This design comes from an exercise in tuning for small area, a short achievable clock period and few clock cycles per item on the open sky130 flow, not from production work.
Only simulation tests tie the RTL to the original design; equivalence was not proved.

==> run M <==
==> flow/design.v (excerpt) <==
module md5Hasher (
	input logic clk,
	input logic rst,
	input logic psel,
	input logic penable,
	input logic pwrite,
	input md5Pkg::apbAddr paddr,
	input md5Pkg::md5Word pwdata,
	output md5Pkg::md5Word prdata,
	output logic pready,
	output logic pslverr
);
	md5Pkg::md5Word guess0;
	md5Pkg::md5Word guess1;
	md5Pkg::md5Word guess2;
	md5Pkg::md5Word guess3;
	md5Pkg::byteLen guessLen;
	logic [3:0] guessValid;
	logic startReq;
	logic busy;
	logic done;
	md5Pkg::cycIdx cyc;
	md5Pkg::cycIdx cycNext;
	md5Pkg::md5Word msgWord;
	md5Pkg::md5Word stateB;
	md5Pkg::md5Word stateC;
	md5Pkg::md5Word stateD;
	md5Pkg::md5Word stateP;
	logic isLoad;
	logic isStep;
	logic [1:0] rotCoarse;
	logic [1:0] rotFine;
	logic [1:0] digestIdx;
	md5Pkg::md5Word digestWord;
	md5ApbRegs apbRegs (
		.clk(clk),
		.rst(rst),
		.psel(psel),
		.penable(penable),
		.pwrite(pwrite),
		.paddr(paddr),
		.pwdata(pwdata),
		.prdata(prdata),
		.pready(pready),
		.pslverr(pslverr),
		.guess0(guess0),
		.guess1(guess1),
		.guess2(guess2),
		.guess3(guess3),
		.guessLen(guessLen),
		.guessValid(guessValid),
		.startReq(startReq),
		.busy(busy),
		.done(done),
		.digestIdx(digestIdx),
  ...
Settings: LEC_CHECK=0, CAP_MARGIN=20, CORE_MARGIN=2, CORE_UTILIZATION=55, CTS_CLUSTER_DIAMETER=120, CTS_CLUSTER_SIZE=22, PLACE_DENSITY=0.65, SETUP_SLACK_MARGIN=4, SLEW_MARGIN=20; clock period 10.0 ns.
run.sh (not shown) runs the stock make flow with config.mk's settings and CLKGATE_MAP_FILE= SYNTH_SCRIPT=/design/flow/synth_recipe.tcl, a recipe that flattens the netlist after the stock synthesis.
==> inputs of run E, as changes to run M <==
--- a/flow/design.v
+++ b/flow/design.v
@@ -31,24 +31,22 @@
 	output logic pready,
 	output logic pslverr,
 	output md5Pkg::md5Word guess0,
 	output md5Pkg::md5Word guess1,
 	output md5Pkg::md5Word guess2,
 	output md5Pkg::md5Word guess3,
 	output md5Pkg::byteLen guessLen,
-	output logic [3:0] guessValid,
 	output logic startReq,
 	input logic busy,
 	input logic done,
 	output logic [1:0] digestIdx,
 	input md5Pkg::md5Word digestWord
 );
 	md5Pkg::md5Word guessReg [4];
 	md5Pkg::byteLen lenReg;
-	logic [3:0] validReg;
 	logic wrEn;
 	logic aligned;
 	logic guessHit;
 	logic lenHit;
 	logic ctrlHit;
 	logic digestHit;
 	logic mapped;
@@ -60,38 +58,34 @@
 	assign guessHit = aligned && (paddr[7:4] == md5Pkg::guessAddr0[7:4]);
 	assign digestHit = aligned && (paddr[7:4] == md5Pkg::digestAddr0[7:4]);
 	assign lenHit = paddr == md5Pkg::lenAddr;
 	assign ctrlHit = paddr == md5Pkg::ctrlAddr;
 	assign mapped = guessHit || digestHit || lenHit || ctrlHit;
 	assign startReq = wrEn && ctrlHit && pwdata[0];
 	always_ff @(posedge clk) begin
-		if (wrEn && guessHit)
-			guessReg[paddr[3:2]] <= pwdata;
-	end
-	always_ff @(posedge clk) begin
 		if (rst) begin
-			validReg <= '0;
+			for (int k = 0; k < 4; k++)
+				guessReg[k] <= '0;
 			lenReg <= '0;
 		end else if (wrEn) begin
 			if (guessHit)
-				validReg[paddr[3:2]] <= 1'b1;
+				guessReg[paddr[3:2]] <= pwdata;
 			if (lenHit)
 				lenReg <= pwdata[3:0];
 		end
 	end
 	assign guess0 = guessReg[0];
 	assign guess1 = guessReg[1];
 	assign guess2 = guessReg[2];
 	assign guess3 = guessReg[3];
 	assign guessLen = lenReg;
-	assign guessValid = validReg;
 	always_comb begin
 		rdMux = '0;
 		if (guessHit)
-			rdMux = validReg[paddr[3:2]] ? guessReg[paddr[3:2]] : '0;
+			rdMux = guessReg[paddr[3:2]];
 		else if (lenHit)
 			rdMux = {28'b0, lenReg};
 		else if (ctrlHit)
 			rdMux = {30'b0, done, busy};
 		else if (digestHit)
 			rdMux = digestWord;
 	end
@@ -110,46 +104,40 @@
 module md5Control (
 	input logic clk,
 	input logic rst,
 	input logic startReq,
 	output logic busy,
 	output logic done,
 	output md5Pkg::cycIdx cyc,
-	output md5Pkg::cycIdx cycNext,
 	output logic isLoad,
 	output logic isStep,
+	output logic [3:0] roundSel,
 	output logic [1:0] rotCoarse,
 	output logic [1:0] rotFine
 );
 	logic start;
 	logic [1:0] fine;
 	assign start = !busy && startReq;
-	always_comb begin
-		if (rst)
-			cycNext = md5Pkg::idleCyc;
-		else if (busy)
-			cycNext = cyc + 7'd1;
-		else if (start)
-			cycNext = '0;
-		else
-			cycNext = {cyc[6:2], cyc[1:0] + 2'd1};
-	end
 	always_ff @(posedge clk) begin
-		cyc <= cycNext;
 		if (rst) begin
 			busy <= 1'b0;
 			done <= 1'b0;
+			cyc <= md5Pkg::idleCyc;
 		end else if (busy) begin
 			if (cyc == md5Pkg::lastCyc) begin
 				busy <= 1'b0;
 				done <= 1'b1;
 			end
+			cyc <= cyc + 7'd1;
 		end else if (start) begin
 			busy <= 1'b1;
 			done <= 1'b0;
+			cyc <= '0;
+		end else begin
+			cyc <= {cyc[6:2], cyc[1:0] + 2'd1};
 		end
 	end
 	always_comb begin
 		case ({cyc[5:4], cyc[1:0]})
 			4'd0: fine = 2'd3;
 			4'd1: fine = 2'd3;
 			4'd2: fine = 2'd3;
@@ -167,159 +155,113 @@
 			4'd14: fine = 2'd1;
 			default: fine = 2'd1;
 		endcase
 	end
 	always_ff @(posedge clk) begin
 		isLoad <= start && !rst;
 		isStep <= busy && !rst && !cyc[6];
+		roundSel <= 4'b0001 << cyc[5:4];
 		rotCoarse <= cyc[1:0];
 		rotFine <= fine;
 	end
 endmodule
 `default_nettype wire
 `timescale 1ns/1ps
 `default_nettype none
 module md5MessagePad (
 	input logic clk,
 	input md5Pkg::md5Word guess0,
 	input md5Pkg::md5Word guess1,
 	input md5Pkg::md5Word guess2,
 	input md5Pkg::md5Word guess3,
 	input md5Pkg::byteLen guessLen,
-	input logic [3:0] guessValid,
 	input logic isLoad,
-	input md5Pkg::cycIdx cycNext,
+	input md5Pkg::cycIdx cyc,
 	output md5Pkg::md5Word msgWord
 );
+	logic [3:0][31:0] guessWords;
+	logic [3:0][31:0] padded;
 	logic [3:0][31:0] block;
 	md5Pkg::byteLen blockLen;
-	logic [3:0] blockValid;
-	logic [4:0] selNext;
 	logic [4:0] msgSel;
-	md5Pkg::md5Word srcWord;
-	md5Pkg::byteLen srcLen;
-	logic srcValid;
-	md5Pkg::md5Word padWord;
-	always_ff @(posedge clk) begin
-		if (isLoad) begin
-			block[0] <= guess0;
-			block[1] <= guess1;
-			block[2] <= guess2;
-			block[3] <= guess3;
-			blockLen <= guessLen;
-			blockValid <= guessValid;
+	assign guessWords[0] = guess0;
+	assign guessWords[1] = guess1;
+	assign guessWords[2] = guess2;
+	assign guessWords[3] = guess3;
+	always_comb begin
+		for (int i = 0; i < 16; i++) begin
+			if (i < {28'b0, guessLen})
+				padded[i / 4][8 * (i % 4) +: 8] = guessWords[i / 4][8 * (i % 4) +: 8];
+			else if (i == {28'b0, guessLen})
+				padded[i / 4][8 * (i % 4) +: 8] = 8'h80;
+			else
+				padded[i / 4][8 * (i % 4) +: 8] = 8'h00;
 		end
 	end
-	always_comb begin
-		selNext = 5'd16;
-		if (cycNext < 7'd16)
-			selNext = {1'b0, cycNext[3:0]};
-		else if (cycNext < 7'd32)
-			selNext = {1'b0, 4'(5 * cycNext[3:0] + 4'd1)};
-		else if (cycNext < 7'd48)
-			selNext = {1'b0, 4'(3 * cycNext[3:0] + 4'd5)};
-		else if (cycNext < 7'd64)
-			selNext = {1'b0, 4'(7 * cycNext[3:0])};
-	end
-	always_ff @(posedge clk)
-		msgSel <= selNext;
-	always_comb begin
+	always_ff @(posedge clk) begin
 		if (isLoad) begin
-			srcWord = guess0;
-			srcLen = guessLen;
-			srcValid = guessValid[0];
-		end else begin
-			srcWord = block[msgSel[1:0]];
-			srcLen = blockLen;
-			srcValid = blockValid[msgSel[1:0]];
-		end
-	end
-	always_comb begin
-		for (int j = 0; j < 4; j++) begin
-			if (srcValid && ({msgSel[1:0], 2'(j)} < srcLen))
-				padWord[8 * j +: 8] = srcWord[8 * j +: 8];
-			else if ({msgSel[1:0], 2'(j)} == srcLen)
-				padWord[8 * j +: 8] = 8'h80;
-			else
-				padWord[8 * j +: 8] = 8'h00;
+			block <= padded;
+			blockLen <= guessLen;
 		end
 	end
 	always_comb begin
-		if (msgSel < 5'd4)
-			msgWord = padWord;
-		else if (msgSel == 5'd14)
-			msgWord = {25'b0, blockLen, 3'b000};
-		else
-			msgWord = '0;
+		msgSel = 5'd16;
+		if (cyc < 7'd16)
+			msgSel = {1'b0, cyc[3:0]};
+		else if (cyc < 7'd32)
+			msgSel = {1'b0, 4'(5 * cyc[3:0] + 4'd1)};
+		else if (cyc < 7'd48)
+			msgSel = {1'b0, 4'(3 * cyc[3:0] + 4'd5)};
+		else if (cyc < 7'd64)
+			msgSel = {1'b0, 4'(7 * cyc[3:0])};
+	end
+	always_comb begin
+		case (msgSel)
+			5'd0: msgWord = isLoad ? padded[0] : block[0];
+			5'd1: msgWord = block[1];
+			5'd2: msgWord = block[2];
+			5'd3: msgWord = block[3];
+			5'd14: msgWord = {25'b0, blockLen, 3'b000};
+			default: msgWord = '0;
+		endcase
 	end
 endmodule
 `default_nettype wire
 `timescale 1ns/1ps
 `default_nettype none
 module md5RoundStep (
 	input logic clk,
 	input md5Pkg::cycIdx cyc,
-	input md5Pkg::cycIdx cycNext,
 	input logic isLoad,
 	input logic isStep,
+	input logic [3:0] roundSel,
 	input logic [1:0] rotCoarse,
 	input logic [1:0] rotFine,
 	input md5Pkg::md5Word msgWord,
 	output md5Pkg::md5Word stateB,
 	output md5Pkg::md5Word stateC,
 	output md5Pkg::md5Word stateD,
 	output md5Pkg::md5Word stateP
 );
 	md5Pkg::md5Word bReg;
 	md5Pkg::md5Word cReg;
 	md5Pkg::md5Word dReg;
 	md5Pkg::md5Word pReg;
-	md5Pkg::md5Word xReg;
-	md5Pkg::md5Word yReg;
-	md5Pkg::md5Word xNext;
-	md5Pkg::md5Word yNext;
 	md5Pkg::md5Word funcVal;
 	md5Pkg::md5Word stepSum;
 	md5Pkg::md5Word coarse;
 	md5Pkg::md5Word rotated;
 	md5Pkg::md5Word newB;
 	md5Pkg::md5Word sineVal;
-	md5Pkg::md5Word sineReg;
 	md5Pkg::md5Word dOp;
 	md5Pkg::md5Word nextP;
-	always_comb begin
-		case (cyc[5:4])
-			2'd0: begin
-				xNext = bReg;
-				yNext = cReg;
-			end
-			2'd1: begin
-				xNext = bReg | cReg;
-				yNext = bReg & ~cReg;
-			end
-			2'd2: begin
-				xNext = ~(bReg ^ cReg);
-				yNext = bReg ^ cReg;
-			end
-			default: begin
-				xNext = ~bReg;
-				yNext = ~(bReg ^ cReg);
-			end
-		endcase
-	end
-	always_ff @(posedge clk) begin
-		if (isLoad) begin
-			xReg <= md5Pkg::initC;
-			yReg <= md5Pkg::initD;
-		end else begin
-			xReg <= xNext;
-			yReg <= yNext;
-		end
-	end
-	assign funcVal = (bReg & xReg) | (~bReg & yReg);
+	assign funcVal = ({32{roundSel[0]}} & ((bReg & cReg) | (~bReg & dReg)))
+		| ({32{roundSel[1]}} & ((bReg & dReg) | (cReg & ~dReg)))
+		| ({32{roundSel[2]}} & (bReg ^ cReg ^ dReg))
+		| ({32{roundSel[3]}} & (cReg ^ (bReg | ~dReg)));
 	assign stepSum = funcVal + pReg;
 	always_comb begin
 		case (rotCoarse)
 			2'd0: coarse = {stepSum[27:0], stepSum[31:28]};
 			2'd1: coarse = {stepSum[22:0], stepSum[31:23]};
 			2'd2: coarse = {stepSum[17:0], stepSum[31:18]};
 			default: coarse = {stepSum[11:0], stepSum[31:12]};
@@ -329,15 +271,15 @@
 			2'd1: rotated = {coarse[30:0], coarse[31]};
 			2'd2: rotated = {coarse[29:0], coarse[31:30]};
 			default: rotated = {coarse[28:0], coarse[31:29]};
 		endcase
 	end
 	assign newB = bReg + rotated;
 	always_comb begin
-		case (cycNext)
+		case (cyc)
 			7'd0: sineVal = 32'h3eafc779;
 			7'd1: sineVal = 32'he8c7b756;
 			7'd2: sineVal = 32'h242070db;
 			7'd3: sineVal = 32'hc1bdceee;
 			7'd4: sineVal = 32'hf57c0faf;
 			7'd5: sineVal = 32'h4787c62a;
 			7'd6: sineVal = 32'ha8304613;
@@ -402,17 +344,15 @@
 			7'd65: sineVal = 32'h10325476;
 			7'd66: sineVal = 32'h98badcfe;
 			7'd67: sineVal = 32'hefcdab89;
 			default: sineVal = '0;
 		endcase
 	end
 	assign dOp = isLoad ? '0 : dReg;
-	always_ff @(posedge clk)
-		sineReg <= sineVal;
-	assign nextP = dOp + msgWord + sineReg;
+	assign nextP = dOp + msgWord + sineVal;
 	always_ff @(posedge clk) begin
 		pReg <= nextP;
 		if (isLoad) begin
 			bReg <= md5Pkg::initB;
 			cReg <= md5Pkg::initC;
 			dReg <= md5Pkg::initD;
 		end else begin
@@ -468,27 +408,26 @@
 	output logic pslverr
 );
 	md5Pkg::md5Word guess0;
 	md5Pkg::md5Word guess1;
 	md5Pkg::md5Word guess2;
 	md5Pkg::md5Word guess3;
 	md5Pkg::byteLen guessLen;
-	logic [3:0] guessValid;
 	logic startReq;
 	logic busy;
 	logic done;
 	md5Pkg::cycIdx cyc;
-	md5Pkg::cycIdx cycNext;
 	md5Pkg::md5Word msgWord;
 	md5Pkg::md5Word stateB;
 	md5Pkg::md5Word stateC;
 	md5Pkg::md5Word stateD;
 	md5Pkg::md5Word stateP;
 	logic isLoad;
 	logic isStep;
+	logic [3:0] roundSel;
 	logic [1:0] rotCoarse;
 	logic [1:0] rotFine;
 	logic [1:0] digestIdx;
 	md5Pkg::md5Word digestWord;
 	md5ApbRegs apbRegs (
 		.clk(clk),
 		.rst(rst),
@@ -501,52 +440,50 @@
 		.pready(pready),
 		.pslverr(pslverr),
 		.guess0(guess0),
 		.guess1(guess1),
 		.guess2(guess2),
 		.guess3(guess3),
 		.guessLen(guessLen),
-		.guessValid(guessValid),
 		.startReq(startReq),
 		.busy(busy),
 		.done(done),
 		.digestIdx(digestIdx),
 		.digestWord(digestWord)
 	);
 	md5Control control (
 		.clk(clk),
 		.rst(rst),
 		.startReq(startReq),
 		.busy(busy),
 		.done(done),
 		.cyc(cyc),
-		.cycNext(cycNext),
 		.isLoad(isLoad),
 		.isStep(isStep),
+		.roundSel(roundSel),
 		.rotCoarse(rotCoarse),
 		.rotFine(rotFine)
 	);
 	md5MessagePad messagePad (
 		.clk(clk),
 		.guess0(guess0),
 		.guess1(guess1),
 		.guess2(guess2),
 		.guess3(guess3),
 		.guessLen(guessLen),
-		.guessValid(guessValid),
 		.isLoad(isLoad),
-		.cycNext(cycNext),
+		.cyc(cyc),
 		.msgWord(msgWord)
 	);
 	md5RoundStep roundStep (
 		.clk(clk),
 		.cyc(cyc),
-		.cycNext(cycNext),
 		.isLoad(isLoad),
 		.isStep(isStep),
+		.roundSel(roundSel),
 		.rotCoarse(rotCoarse),
 		.rotFine(rotFine),
 		.msgWord(msgWord),
 		.stateB(stateB),
 		.stateC(stateC),
 		.stateD(stateD),
 		.stateP(stateP)
CORE_UTILIZATION = 40   (was 55)
CTS_CLUSTER_DIAMETER = unset   (was 120)
CTS_CLUSTER_SIZE = unset   (was 22)
PLACE_DENSITY = 0.6   (was 0.65)
==> inputs of run Y, as changes to run M <==
--- a/flow/design.v
+++ b/flow/design.v
@@ -110,46 +110,39 @@
 module md5Control (
 	input logic clk,
 	input logic rst,
 	input logic startReq,
 	output logic busy,
 	output logic done,
 	output md5Pkg::cycIdx cyc,
-	output md5Pkg::cycIdx cycNext,
 	output logic isLoad,
 	output logic isStep,
 	output logic [1:0] rotCoarse,
 	output logic [1:0] rotFine
 );
 	logic start;
 	logic [1:0] fine;
 	assign start = !busy && startReq;
-	always_comb begin
-		if (rst)
-			cycNext = md5Pkg::idleCyc;
-		else if (busy)
-			cycNext = cyc + 7'd1;
-		else if (start)
-			cycNext = '0;
-		else
-			cycNext = {cyc[6:2], cyc[1:0] + 2'd1};
-	end
 	always_ff @(posedge clk) begin
-		cyc <= cycNext;
 		if (rst) begin
 			busy <= 1'b0;
 			done <= 1'b0;
+			cyc <= md5Pkg::idleCyc;
 		end else if (busy) begin
 			if (cyc == md5Pkg::lastCyc) begin
 				busy <= 1'b0;
 				done <= 1'b1;
 			end
+			cyc <= cyc + 7'd1;
 		end else if (start) begin
 			busy <= 1'b1;
 			done <= 1'b0;
+			cyc <= '0;
+		end else begin
+			cyc <= {cyc[6:2], cyc[1:0] + 2'd1};
 		end
 	end
 	always_comb begin
 		case ({cyc[5:4], cyc[1:0]})
 			4'd0: fine = 2'd3;
 			4'd1: fine = 2'd3;
 			4'd2: fine = 2'd3;
@@ -183,21 +176,20 @@
 	input md5Pkg::md5Word guess0,
 	input md5Pkg::md5Word guess1,
 	input md5Pkg::md5Word guess2,
 	input md5Pkg::md5Word guess3,
 	input md5Pkg::byteLen guessLen,
 	input logic [3:0] guessValid,
 	input logic isLoad,
-	input md5Pkg::cycIdx cycNext,
+	input md5Pkg::cycIdx cyc,
 	output md5Pkg::md5Word msgWord
 );
 	logic [3:0][31:0] block;
 	md5Pkg::byteLen blockLen;
 	logic [3:0] blockValid;
-	logic [4:0] selNext;
 	logic [4:0] msgSel;
 	md5Pkg::md5Word srcWord;
 	md5Pkg::byteLen srcLen;
 	logic srcValid;
 	md5Pkg::md5Word padWord;
 	always_ff @(posedge clk) begin
 		if (isLoad) begin
@@ -206,26 +198,24 @@
 			block[2] <= guess2;
 			block[3] <= guess3;
 			blockLen <= guessLen;
 			blockValid <= guessValid;
 		end
 	end
 	always_comb begin
-		selNext = 5'd16;
-		if (cycNext < 7'd16)
-			selNext = {1'b0, cycNext[3:0]};
-		else if (cycNext < 7'd32)
-			selNext = {1'b0, 4'(5 * cycNext[3:0] + 4'd1)};
-		else if (cycNext < 7'd48)
-			selNext = {1'b0, 4'(3 * cycNext[3:0] + 4'd5)};
-		else if (cycNext < 7'd64)
-			selNext = {1'b0, 4'(7 * cycNext[3:0])};
+		msgSel = 5'd16;
+		if (cyc < 7'd16)
+			msgSel = {1'b0, cyc[3:0]};
+		else if (cyc < 7'd32)
+			msgSel = {1'b0, 4'(5 * cyc[3:0] + 4'd1)};
+		else if (cyc < 7'd48)
+			msgSel = {1'b0, 4'(3 * cyc[3:0] + 4'd5)};
+		else if (cyc < 7'd64)
+			msgSel = {1'b0, 4'(7 * cyc[3:0])};
 	end
-	always_ff @(posedge clk)
-		msgSel <= selNext;
 	always_comb begin
 		if (isLoad) begin
 			srcWord = guess0;
 			srcLen = guessLen;
 			srcValid = guessValid[0];
 		end else begin
 			srcWord = block[msgSel[1:0]];
@@ -254,15 +244,14 @@
 endmodule
 `default_nettype wire
 `timescale 1ns/1ps
 `default_nettype none
 module md5RoundStep (
 	input logic clk,
 	input md5Pkg::cycIdx cyc,
-	input md5Pkg::cycIdx cycNext,
 	input logic isLoad,
 	input logic isStep,
 	input logic [1:0] rotCoarse,
 	input logic [1:0] rotFine,
 	input md5Pkg::md5Word msgWord,
 	output md5Pkg::md5Word stateB,
 	output md5Pkg::md5Word stateC,
@@ -279,15 +268,14 @@
 	md5Pkg::md5Word yNext;
 	md5Pkg::md5Word funcVal;
 	md5Pkg::md5Word stepSum;
 	md5Pkg::md5Word coarse;
 	md5Pkg::md5Word rotated;
 	md5Pkg::md5Word newB;
 	md5Pkg::md5Word sineVal;
-	md5Pkg::md5Word sineReg;
 	md5Pkg::md5Word dOp;
 	md5Pkg::md5Word nextP;
 	always_comb begin
 		case (cyc[5:4])
 			2'd0: begin
 				xNext = bReg;
 				yNext = cReg;
@@ -329,15 +317,15 @@
 			2'd1: rotated = {coarse[30:0], coarse[31]};
 			2'd2: rotated = {coarse[29:0], coarse[31:30]};
 			default: rotated = {coarse[28:0], coarse[31:29]};
 		endcase
 	end
 	assign newB = bReg + rotated;
 	always_comb begin
-		case (cycNext)
+		case (cyc)
 			7'd0: sineVal = 32'h3eafc779;
 			7'd1: sineVal = 32'he8c7b756;
 			7'd2: sineVal = 32'h242070db;
 			7'd3: sineVal = 32'hc1bdceee;
 			7'd4: sineVal = 32'hf57c0faf;
 			7'd5: sineVal = 32'h4787c62a;
 			7'd6: sineVal = 32'ha8304613;
@@ -402,17 +390,15 @@
 			7'd65: sineVal = 32'h10325476;
 			7'd66: sineVal = 32'h98badcfe;
 			7'd67: sineVal = 32'hefcdab89;
 			default: sineVal = '0;
 		endcase
 	end
 	assign dOp = isLoad ? '0 : dReg;
-	always_ff @(posedge clk)
-		sineReg <= sineVal;
-	assign nextP = dOp + msgWord + sineReg;
+	assign nextP = dOp + msgWord + sineVal;
 	always_ff @(posedge clk) begin
 		pReg <= nextP;
 		if (isLoad) begin
 			bReg <= md5Pkg::initB;
 			cReg <= md5Pkg::initC;
 			dReg <= md5Pkg::initD;
 		end else begin
@@ -473,15 +459,14 @@
 	md5Pkg::md5Word guess3;
 	md5Pkg::byteLen guessLen;
 	logic [3:0] guessValid;
 	logic startReq;
 	logic busy;
 	logic done;
 	md5Pkg::cycIdx cyc;
-	md5Pkg::cycIdx cycNext;
 	md5Pkg::md5Word msgWord;
 	md5Pkg::md5Word stateB;
 	md5Pkg::md5Word stateC;
 	md5Pkg::md5Word stateD;
 	md5Pkg::md5Word stateP;
 	logic isLoad;
 	logic isStep;
@@ -515,36 +500,34 @@
 	md5Control control (
 		.clk(clk),
 		.rst(rst),
 		.startReq(startReq),
 		.busy(busy),
 		.done(done),
 		.cyc(cyc),
-		.cycNext(cycNext),
 		.isLoad(isLoad),
 		.isStep(isStep),
 		.rotCoarse(rotCoarse),
 		.rotFine(rotFine)
 	);
 	md5MessagePad messagePad (
 		.clk(clk),
 		.guess0(guess0),
 		.guess1(guess1),
 		.guess2(guess2),
 		.guess3(guess3),
 		.guessLen(guessLen),
 		.guessValid(guessValid),
 		.isLoad(isLoad),
-		.cycNext(cycNext),
+		.cyc(cyc),
 		.msgWord(msgWord)
 	);
 	md5RoundStep roundStep (
 		.clk(clk),
 		.cyc(cyc),
-		.cycNext(cycNext),
 		.isLoad(isLoad),
 		.isStep(isStep),
 		.rotCoarse(rotCoarse),
 		.rotFine(rotFine),
 		.msgWord(msgWord),
 		.stateB(stateB),
 		.stateC(stateC),
CORE_UTILIZATION = 60   (was 55)
CTS_CLUSTER_DIAMETER = unset   (was 120)
CTS_CLUSTER_SIZE = unset   (was 22)
PLACE_DENSITY = 0.7   (was 0.65)
SETUP_SLACK_MARGIN = 4.5   (was 4)
==> results.cfg <==
[setup_path]
critPathSlowestCell = xnor2_1
crit_end = roundStep.bReg[22]$_SDFF_PP1_

[run_status]
status = no timing/DRC/antenna violations

[routing]
routed_via_density = 6.041
drtIter0Drc = 3072
routed_wl_mm = 107.8
drt-wirelength-per-cell_um = 24.35

[sta]
worstMarginPinSlew_ps = 1165

[synthesis]
synthSimpleGateAreaFrac_pct = 18.05

[power_and_ir_drop]
power_density_nw_per_um2 = 142.4

[clock_network]
insertion_delay_ps = 630
cts_resized = 196

[floorplan]
start_util_pct = 40.52

[global_route]
use_met3_pct = 5.255

[final_layout]
layout_commonest_cell = nor2_1
seq_cells = 437
The numbers above come from run E.

==> results.cfg <==
[floorplan]
start_util_pct = 60.39

[routing]
drtIter0Drc = 3801
routed_wl_mm = 109.7
drt-wirelength-per-cell_um = 25.99

[run_status]
status = no timing/DRC/antenna violations

[final_layout]
seq_cells = 512
layout_commonest_cell = nand2_1

[setup_path]
crit_end = roundStep.bReg[26]$_SDFF_PP1_

[sta]
worstMarginPinSlew_ps = 976.4

[global_route]
use_met3_pct = 9.233
The numbers above come from run Y.

==> results.cfg <==
[routing]
routed_wl_mm = 110.1
routed_via_density = 6.657
drt-wirelength-per-cell_um = 27.46
drtIter0Drc = 2797
drc_errors = 0

[final_layout]
largest_class = multi-input combinational cells

[global_route]
grt_max_degree = 172
use_met3_pct = 7.039

[floorplan]
start_util_pct = 55.49

[setup_path]
critPathSlowestCell = nor3_1
crit_end = roundStep.bReg[25]$_SDFF_PP1_

[sta]
slew_viol_final = 0
worstMarginPinSlew_ps = 1063

[run_status]
status = no timing/DRC/antenna violations

[synthesis]
synth-adder-area-share_pct = 9.495
synthSimpleGateAreaFrac_pct = 11.82
The numbers above come from run M.

Testbench counts of run M, summed over its fixed seeds: cycles 30,800, items 384.
Testbench counts of run E, summed over its fixed seeds: cycles 30,800, items 384.
Testbench counts of run Y, summed over its fixed seeds: cycles 30,800, items 384.

-- static timing again, ports no longer ideal --
How much do the figures lean on ideal ports? The routed layouts below were timed once more, with nothing changed but the port constraints. Step 1, drivers: a clkbuf_16 drives clk and a buf_2 each remaining input, both assumed. Step 2 times the ports against the registers' clock, not the clock port: input delays grow and output delays shrink by t, the midpoint of the rising clock arrivals with the driver on. a / b / c = ideal ports / drivers / drivers and shift; a / b = the first two.
run	t (ns)	slack for setup (ns)	worst setup path at the end	worst register clock-pin slew, ns
run M	0.660	3.965 / 3.965 / 3.472	input to register	0.09 / 0.09
run E	0.669	3.170 / 3.170 / 3.170	register to register	0.07 / 0.07
run Y	0.665	3.767 / 3.767 / 3.767	register to register	0.07 / 0.07
After both steps setup and hold are still met in every run listed. The setup slack of run M, which loses most, moves by 0.000 ns with the drivers and by -0.493 ns with both steps.
